This design comes from an exercise in tuning for small area, a short achievable clock period and few clock cycles per item on the open sky130 flow, not from production work. At most, simulation tests tie the RTL to the original design; equivalence was not proved. No activity file was given, so power comes from the tool's default toggle rates.

== run 1 ==
## fp_coprocessor
module fp_coprocessor
#(
  parameter int QD = 3
)
(
  input  logic        clk,
  input  logic        reset,
  input  logic [7:0]  paddr,
  input  logic        psel,
  input  logic        penable,
  input  logic        pwrite,
  input  logic [31:0] pwdata,
  output logic [31:0] prdata,
  output logic        pready,
  output logic        pslverr
);
  logic [14:0]   q [QD];
  logic [QD-1:0] qv;
  logic          mph;          
  logic [14:0]   ri;           
  logic          back_q;       
  logic        hw_q;           
  logic [3:0]  hidx_q;
  logic        iw_q;           
  logic        pslverr_q;
  logic [31:0] prdata_q;
  logic        reset_q;
  logic        x0_v, x0_ph;
  logic [2:0]  x0_op;
  logic [31:0] x0_a, x0_b;
  logic        x1_v, x1_ph, x1_mul, x1_pass, x1_sign, x1_sub, x1_bzero, x1_mz;
  logic [3:0]  x1_dest;
  logic [22:0] x1_fbig;
  logic [23:0] x1_aligned;
  logic [8:0]  x1_ex;
  logic [5:0]  x1_one, x1_two, x1_neg;
  logic [37:0] acc_s, acc_c;
  logic        x2_v, x2_mul, x2_pass, x2_sign, x2_sub, x2_bzero;
  logic        x2_z0, x2_z1, x2_i0, x2_i1;
  logic [3:0]  x2_dest;
  logic [24:0] x2_sum;
  logic [4:0]  x2_lz;
  logic [35:0] x2_rs, x2_rc;
  logic [7:0]  x2_e;
  logic        wb2_v;
  logic [3:0]  wb2_dest;
  logic [31:0] wb2_data;
  logic        setup, is_instr, is_status, is_reg, hrd_now, hwr_now;
  assign setup     = psel & ~penable;
  assign is_instr  = (paddr == fp_pkg::ADDR_INSTR);
  assign is_status = (paddr == fp_pkg::ADDR_STATUS);
  assign is_reg    = (paddr[7:6] == fp_pkg::ADDR_REG_BASE[7:6]) && (paddr[1:0] == 2'b00);
  assign hrd_now   = paddr[6];
  assign hwr_now   = setup & pwrite & ~paddr[7] & paddr[6];
  logic        rf_we;
  ...
==> flow/config.mk <==
export PLATFORM = sky130hd
export DESIGN_NAME = fp_coprocessor
export DESIGN_NICKNAME = fp_coprocessor
export VERILOG_FILES = /design/flow/design.v
export SDC_FILE = /design/flow/constraint.sdc
export NUM_CORES = 8
export LEC_CHECK = 0
export ABC_AREA = 1
export CAP_MARGIN = 20
export CORE_MARGIN = 2
export CORE_UTILIZATION = 35
export SLEW_MARGIN = 20
==> flow/constraint.sdc <==
create_clock -name core_clock -period 12.0 [get_ports {clk}]
set_input_delay 2.4000 -clock core_clock [delete_from_list [all_inputs] [get_ports {clk}]]
set_output_delay 2.4000 -clock core_clock [all_outputs]
set_load 0.01 [all_outputs]
standard.sh (not shown) runs the stock make flow with config.mk's settings and CLKGATE_MAP_FILE= SYNTH_SCRIPT=/design/flow/synth_recipe.tcl, a recipe that flattens the netlist after the stock synthesis.
==> flow/flow/run.sh <==
#!/bin/bash
# Own layout flow: the standard ORFS flow, with the port buffers made
# from buf_4 cells instead of the resizer's default choice, and the
# post-placement timing repair asked to keep a setup margin.
# Each step's full output stays in orfs/logs/; make's own output goes to
# flow_make.log in the work folder.
set -euo pipefail
bash standard.sh \
  BUFFER_PORTS_ARGS="-buffer_cell sky130_fd_sc_hd__buf_4" \
  SETUP_SLACK_MARGIN=7 \
  finish > flow_make.log 2>&1
Run 1 went all the way through the flow, and no timing, DRC or antenna check failed.
For run 2, these inputs were changed with respect to run 1:
# run 1
export LEC_CHECK = 0
export ABC_AREA = 1
export CAP_MARGIN = 20
export CORE_MARGIN = 2
export CORE_UTILIZATION = 35
export SLEW_MARGIN = 20
create_clock -name core_clock -period 12.0 [get_ports {clk}]
# run 2
export LEC_CHECK = 0
export CAP_MARGIN = 60
export CORE_MARGIN = 2
export CORE_UTILIZATION = 35
export SLEW_MARGIN = 60
create_clock -name core_clock -period 12.0 [get_ports {clk}]
==> flow/run.sh (new file) <==
#!/bin/bash
# synth_recipe.tcl (not shown) runs the flow's synth.tcl, then flattens the netlist and writes it again
# the make line also repeats each setting of config.mk as NAME=value (left out here)
make -C /OpenROAD-flow-scripts/flow DESIGN_CONFIG=/design/flow/config.mk WORK_HOME=/design/flow/orfs CLKGATE_MAP_FILE= SYNTH_SCRIPT=/design/flow/synth_recipe.tcl finish
removed: flow/flow/run.sh
removed: flow/standard.sh
[summary]
- Run 2 against run 1: worst setup timing slack at the placement stage saw an increase, smallest setup slack after layout saw an increase, non-clock inverter count in the final layout saw a decrease, routed via count divided by cell count saw an increase.
- flip-flops and latches as the most area-hungry cell class in the final design was reported by run 1, and multi-input combinational cells by run 2.
What run 3 does differently from run 2 at the input level:
# run 2
export LEC_CHECK = 0
export CAP_MARGIN = 60
export CORE_MARGIN = 2
export CORE_UTILIZATION = 35
export SLEW_MARGIN = 60
create_clock -name core_clock -period 12.0 [get_ports {clk}]
# run 3
export LEC_CHECK = 0
export ABC_AREA = 1
export CAP_MARGIN = 20
export CORE_MARGIN = 2
export CORE_UTILIZATION = 35
export SLEW_MARGIN = 20
create_clock -name core_clock -period 12.0 [get_ports {clk}]
### Flow results
- Largest net degree at the start of global routing (higher): run 3
- Run 3 vs run 2: final worst-path cycle share up in run 3
- NOTE: final design area excluding fillers in run 3 exceeds that of run 2
- Compared with run 2, run 3 shows a lower total area of multi-input combinational cells.
- Comparing depth of the worst register-to-register path for run 2 and run 3, the bigger number came from run 3.
- NOTE: number of placed cells counting well taps in run 3 exceeds that of run 2
- Compared with run 2, run 3 shows a utilization that is 0.85 points lower.
- Compared with run 2, run 3 shows number of tap cells added at floorplan that has gone up by a few percent.
- Routed metal-1 wirelength was higher in the run labelled run 3.
- Looking at run 2 and run 3, the total area of sequential cells is a wash.
- Floorplan core area in run 3 vs run 2: up about 3%
Function was not checked in any run of this note: the RTL went through the layout flow alone.

---

fp_coprocessor, a different RTL version from the one above (not shown whole).
Size: roughly 4,700 cells after synthesis, ~930 flip-flops, about 79 I/O pins, roughly 52,000 µm² of cells after synthesis.
clock: 12.0 ns
lec_check: 0
cap_margin: 60
core_margin: 2
core_utilization: 50
slew_margin: 60
==> flow/flow/run.sh <==
#!/bin/bash
# Own layout flow: the standard ORFS flow, with the port buffers made
# from buf_4 cells instead of the resizer's default choice, and the
# post-placement timing repair asked to keep a setup margin.
# Each step's full output stays in orfs/logs/; make's own output goes to
# flow_make.log in the work folder.
set -euo pipefail
bash standard.sh \
  BUFFER_PORTS_ARGS="-buffer_cell sky130_fd_sc_hd__buf_4" \
  SETUP_SLACK_MARGIN=8.25 \
  finish > flow_make.log 2>&1
The baseline finished with max-capacitance violations, max-slew violations left.
Testbench counts at the start, summed over its fixed seeds: cycles 8,092, items 2,304.
Change:
--- a/flow/flow/run.sh
+++ b/flow/flow/run.sh
@@ -10 +10 @@
-  SETUP_SLACK_MARGIN=8.25 \
+  SETUP_SLACK_MARGIN=8 \
Settings changed: CTS_CLUSTER_DIAMETER set to 100, CTS_CLUSTER_SIZE set to 20.
Effect: Now the flow completed with no timing, DRC or antenna violations. Wire length came out lower by 2.4%. Sequential share of layout area is higher by 2.5 points. Design area decreases by 6.1%. Setup slack loses 0.16 ns. Power goes down by 10%. Via count came out lower by 2.1%. Combinational power falls by 3.8%. Clock skew rises by 0.018 ns. Count of clock-buffer cells in the layout decreases by 46.
Change:
Settings changed: CORE_UTILIZATION 50 to 35, CTS_CLUSTER_DIAMETER 100 to not set, CTS_CLUSTER_SIZE 20 to not set.
After rerunning: Cell area goes up by 5.2%. Routed wire length went up by 2.8%. Fmax drops by 1.8%.
Change:
Settings changed: CORE_UTILIZATION 35 to 45.
After rerunning:
- The new run finished with timing, DRC and antenna clean
- global-route usage came out higher by 6.7 points
- register-to-register slack barely changes
- total power decreases by a few percent
- non-clock buffer count shrinks by 7
- cell count went down by a few percent
- via count drops slightly
- area after synthesis is unchanged
Change:
Settings changed: ABC_AREA set to 1, CORE_UTILIZATION 45 to 35.
After rerunning:
- maximum frequency is lower by 1.0%
- via count rises by 8.8%
- setup slack gets worse by 0.040 ns
- design area came out higher by 1.2%
- area after synthesis goes up by 2.1%
- wire length climbs by 5.0%
- register-to-register slack improves by 0.05 ns
Change:
Settings changed: ABC_AREA 1 to not set, CORE_UTILIZATION 35 to 55.
The new run finished but failed the layout checks on max-capacitance violations, max-slew violations.
Critical path depth went down by 2.
Design area went down by 1.4%.
Flip-flop and latch count is unchanged.
First-iteration DRC count went up by 5.2%.
Utilization went up by 23 points.
Non-clock buffer count went up by 40.
Die area went down by 37%.
Wire length went down by 2.0%.
Fmax hardly moves.

---

run A:
Starting RTL as in the previous note.
// fp_coprocessor
module fp_coprocessor
#(
  parameter int QD = 3
)
(
  input  logic        clk,
  input  logic        reset,
  input  logic [7:0]  paddr,
  input  logic        psel,
  input  logic        penable,
  input  logic        pwrite,
  input  logic [31:0] pwdata,
  output logic [31:0] prdata,
  output logic        pready,
  output logic        pslverr
);
  logic [14:0]   q [QD];
  logic [QD-1:0] qv;
  logic          mph;          
  logic [14:0]   ri;           
  logic          back_q;       
  logic        hw_q;           
  logic [3:0]  hidx_q;
  logic        iw_q;           
  logic        pslverr_q;
  logic [31:0] prdata_q;
  logic        reset_q;
  logic        x0_v, x0_ph;
  logic [2:0]  x0_op;
  logic [31:0] x0_a, x0_b;
  logic        x1_v, x1_ph, x1_mul, x1_pass, x1_sign, x1_sub, x1_bzero, x1_mz;
  logic [3:0]  x1_dest;
  logic [22:0] x1_fbig;
  logic [23:0] x1_aligned;
  logic [8:0]  x1_ex;
  logic [5:0]  x1_one, x1_two, x1_neg;
  logic        x2_v, x2_mul, x2_pass, x2_sign, x2_sub, x2_bzero;
  logic        x2_z0, x2_z1, x2_i0, x2_i1;
  logic [3:0]  x2_dest;
  logic [24:0] x2_sum;
  logic [4:0]  x2_lz;
  logic [37:0] x2_rs, x2_rc;   
  logic [7:0]  x2_e;
  ...
export LEC_CHECK = 0
export CAP_MARGIN = 60
export CORE_MARGIN = 2
export CORE_UTILIZATION = 50
export SLEW_MARGIN = 60
create_clock -name core_clock -period 12.0 [get_ports {clk}]
==> flow/flow/run.sh <==
#!/bin/bash
# Own layout flow: the standard ORFS flow, with the port buffers made
# from buf_4 cells instead of the resizer's default choice, and the
# post-placement timing repair asked to keep a setup margin.
# Each step's full output stays in orfs/logs/; make's own output goes to
# flow_make.log in the work folder.
set -euo pipefail
bash standard.sh \
  BUFFER_PORTS_ARGS="-buffer_cell sky130_fd_sc_hd__buf_4" \
  SETUP_SLACK_MARGIN=8.5 \
  finish > flow_make.log 2>&1
Run A went all the way through synthesis, placement and routing and the layout is clean on timing, DRC and antenna.
Testbench counts of run A, summed over its fixed seeds: cycles 8,092, items 2,304.
--- input diff run A..run B ---
- an added CTS_CLUSTER_DIAMETER of 120
- an added CTS_CLUSTER_SIZE of 25
-- flow/flow/run.sh --
<<< run A, line 9
  BUFFER_PORTS_ARGS="-buffer_cell sky130_fd_sc_hd__buf_4" \
  SETUP_SLACK_MARGIN=8.5 \
  finish > flow_make.log 2>&1
>>> run B, line 9
  BUFFER_PORTS_ARGS="-buffer_cell sky130_fd_sc_hd__buf_4" \
  SETUP_SLACK_MARGIN=8 \
  finish > flow_make.log 2>&1
--- outcome ---
Changes observed in run B relative to run A: total power shrank by 21%, clock edge transition at the registers on the reported setup and hold paths climbed 0.04 ns. Post-route non-filler standard cell count (run B vs. run A) decreases by a little under 10%. Run B ended up with in -> reg as its start-to-end type of the worst setup path; run A ended up with reg -> reg. Higher number of buffers outside the clock class in the layout goes to run A over run B. Taking run A as the reference, in run B clock network power consumption decreased 44%, number of clock-tree buffers in the layout has decreased.
Inputs modified between run B and run C:
- a deleted CTS_CLUSTER_SIZE that had been 25
- an added GPL_ROUTABILITY_DRIVEN of 0
- a deleted CTS_CLUSTER_DIAMETER that had been 120
--- outcome ---
When run C is set beside run B, its static leakage turns out to be about 5% larger.
Run B -> run C: power consumption increased by a little under 10%
Diff run B..run C | count of inserted antenna diode cells | unchanged
Run C: worst reg-to-reg path cell count 1 below run B
The lower share of power burned in combinational logic came out of run C.
Across both runs, wire length was lower for run C than for run B.

---

== wip/tundra ==
Starting RTL as in the previous note.
==> flow/design.v (excerpt) <==
module fp_coprocessor
#(
  parameter int QD = 3
)
(
  input  logic        clk,
  input  logic        reset,
  input  logic [7:0]  paddr,
  input  logic        psel,
  input  logic        penable,
  input  logic        pwrite,
  input  logic [31:0] pwdata,
  output logic [31:0] prdata,
  output logic        pready,
  output logic        pslverr
);
  logic [14:0]   q [QD];
  logic [QD-1:0] qv;
  logic          mph;          
  logic [14:0]   ri;           
  logic          back_q;       
  logic        hw_q;           
  logic [3:0]  hidx_q;
  logic        iw_q;           
  logic        pslverr_q;
  logic [31:0] prdata_q;
  logic        reset_q;
  logic        x0_v, x0_ph;
  logic [2:0]  x0_op;
  logic [31:0] x0_a, x0_b;
  logic        x1_v, x1_ph, x1_mul, x1_pass, x1_sign, x1_sub, x1_bzero, x1_mz;
  logic [3:0]  x1_dest;
  logic [22:0] x1_fbig;
  logic [23:0] x1_aligned;
  logic [8:0]  x1_ex;
  logic [5:0]  x1_one, x1_two, x1_neg;
  logic        x2_v, x2_mul, x2_pass, x2_sign, x2_sub, x2_bzero;
  logic        x2_z0, x2_z1, x2_i0, x2_i1;
  logic [3:0]  x2_dest;
  logic [24:0] x2_sum;
  logic [4:0]  x2_lz;
  logic [37:0] x2_rs, x2_rc;   
  logic [7:0]  x2_e;
  logic        wb2_v;
  logic [3:0]  wb2_dest;
  logic [31:0] wb2_data;
  logic        setup, is_instr, is_status, is_reg, hrd_now, hwr_now;
  assign setup     = psel & ~penable;
  assign is_instr  = (paddr == fp_pkg::ADDR_INSTR);
  assign is_status = (paddr == fp_pkg::ADDR_STATUS);
  assign is_reg    = (paddr[7:6] == fp_pkg::ADDR_REG_BASE[7:6]) && (paddr[1:0] == 2'b00);
  assign hrd_now   = paddr[6];
  ...
Settings: LEC_CHECK=0, ABC_AREA=1, CAP_MARGIN=60, CORE_MARGIN=2, CORE_UTILIZATION=50, SLEW_MARGIN=60; clock period 12.0 ns.
==> flow/flow/run.sh <==
#!/bin/bash
# Own layout flow: the standard ORFS flow, with the port buffers made
# from buf_4 cells instead of the resizer's default choice, and the
# post-placement timing repair asked to keep a setup margin.
# Each step's full output stays in orfs/logs/; make's own output goes to
# flow_make.log in the work folder.
set -euo pipefail
bash standard.sh \
  BUFFER_PORTS_ARGS="-buffer_cell sky130_fd_sc_hd__buf_4" \
  SETUP_SLACK_MARGIN=8 \
  finish > flow_make.log 2>&1
Testbench counts of wip/tundra, summed over its fixed seeds: cycles 8,092, items 2,304.
Here is what was changed in the inputs of wip/fjord compared with wip/tundra.
# wip/tundra
export LEC_CHECK = 0
export ABC_AREA = 1
export CAP_MARGIN = 60
export CORE_MARGIN = 2
export CORE_UTILIZATION = 50
export SLEW_MARGIN = 60
create_clock -name core_clock -period 12.0 [get_ports {clk}]
# wip/fjord
export LEC_CHECK = 0
export CAP_MARGIN = 60
export CORE_MARGIN = 2
export CORE_UTILIZATION = 50
export PLACE_DENSITY = 0.7
export SLEW_MARGIN = 60
create_clock -name core_clock -period 12.0 [get_ports {clk}]
[summary]
- wip/fjord finished all stages; however, its layout fails the closing checks, the failures being max-capacitance violations, max-slew violations.
- Changes observed in wip/fjord relative to wip/tundra: area of the mapped netlist moved down; die area dropped about 2%; utilization after layout +0.63 points; net load switching power went down.
- wip/fjord falls short of wip/tundra in worst setup margin.
- | switching part of the total power | wip/fjord vs wip/tundra | 1.3 points lower |
- The cell at the slowest stage of the critical path comes out sky130_fd_sc_hd__or4_4 in one run and sky130_fd_sc_hd__nor3_1 in the other, namely in wip/fjord and wip/tundra respectively.
- Looking at total stage count of the critical path, wip/fjord sits 1 above wip/tundra.
For wip/xenon, these inputs were changed with respect to wip/fjord:
# wip/fjord
export LEC_CHECK = 0
export CAP_MARGIN = 60
export CORE_MARGIN = 2
export CORE_UTILIZATION = 50
export PLACE_DENSITY = 0.7
export SLEW_MARGIN = 60
create_clock -name core_clock -period 12.0 [get_ports {clk}]
# wip/xenon
export LEC_CHECK = 0
export CAP_MARGIN = 60
export CORE_MARGIN = 2
export CORE_UTILIZATION = 50
export GPL_TIMING_DRIVEN = 0
export SLEW_MARGIN = 60
create_clock -name core_clock -period 12.0 [get_ports {clk}]
wip/xenon completed; timing, DRC and antenna clean
Compared with wip/fjord, wip/xenon shows worst setup slack after layout lower by 130 ps.
Total power divided by cell area in wip/xenon vs wip/fjord: down 3.7%
Compared to wip/fjord, wip/xenon has wire length on met1 14 mm higher.
Cell area of wip/xenon exceeds that of wip/fjord by a few percent.
Compared with wip/fjord, post-cts repair resize count in wip/xenon increased by more than 100%.
Post-layout instance count excluding filler cells of wip/xenon exceeds that of wip/fjord by a few percent.
On number of diodes added for antenna fixing: between wip/xenon and wip/fjord, it ends up higher for wip/xenon.
Against wip/fjord, wip/xenon reports a wire length that is higher.
Of wip/xenon and wip/fjord, the run reporting the lower area added between synthesis and finish was wip/fjord.

## static timing again, ports no longer ideal
The results above use ideal ports. As a check the final layouts listed here were re-extracted and re-timed, cells and wires unchanged. Step 1, drivers: a clkbuf_16 drives clk and a buf_2 each remaining input, both assumed. Step 2 times the ports against the registers' clock, not the clock port: input delays grow and output delays shrink by t, the midpoint of the rising clock arrivals with the driver on. Three values: ideal ports, drivers, drivers and shift; two values: the first two.
run | t, ns | setup WS [ns] | hold WS [ns]
run 1 | 0.793 | 7.124 / 7.177 / 6.384 | 0.314 / 0.314 / 0.314
run 2 | 0.766 | 7.203 / 7.203 / 6.792 | 0.330 / 0.330 / 0.330
run 3 | 0.778 | 6.009 / 6.060 / 5.282 | 0.321 / 0.321 / 0.321
the first run of note 2 | 0.771 | 8.198 / 8.143 / 7.372 | 0.328 / 0.328 / 0.328
the second run of note 2 | 0.742 | 8.041 / 8.043 / 7.300 | 0.330 / 0.330 / 0.330
the third run of note 2 | 0.784 | 7.969 / 7.903 / 7.237 | 0.335 / 0.335 / 0.335
the fourth run of note 2 | 0.775 | 8.019 / 8.019 / 7.316 | 0.315 / 0.315 / 0.315
the fifth run of note 2 | 0.798 | 7.979 / 8.024 / 7.226 | 0.326 / 0.326 / 0.326
the sixth run of note 2 | 0.766 | 7.976 / 7.976 / 7.297 | 0.328 / 0.328 / 0.328
run A | 0.777 | 8.217 / 8.093 / 7.316 | 0.319 / 0.319 / 0.319
run B | 0.738 | 8.035 / 8.050 / 7.312 | 0.336 / 0.336 / 0.336
run C | 0.752 | 8.005 / 8.032 / 7.280 | 0.326 / 0.326 / 0.326
wip/tundra | 0.752 | 8.022 / 8.010 / 7.310 | 0.331 / 0.331 / 0.331
wip/fjord | 0.758 | 7.961 / 7.961 / 7.285 | 0.335 / 0.335 / 0.335
wip/xenon | 0.782 | 7.830 / 7.808 / 7.026 | 0.326 / 0.326 / 0.326
The setup slack of run A, which loses most, moves by -0.124 ns with the drivers and by -0.901 ns with both steps.
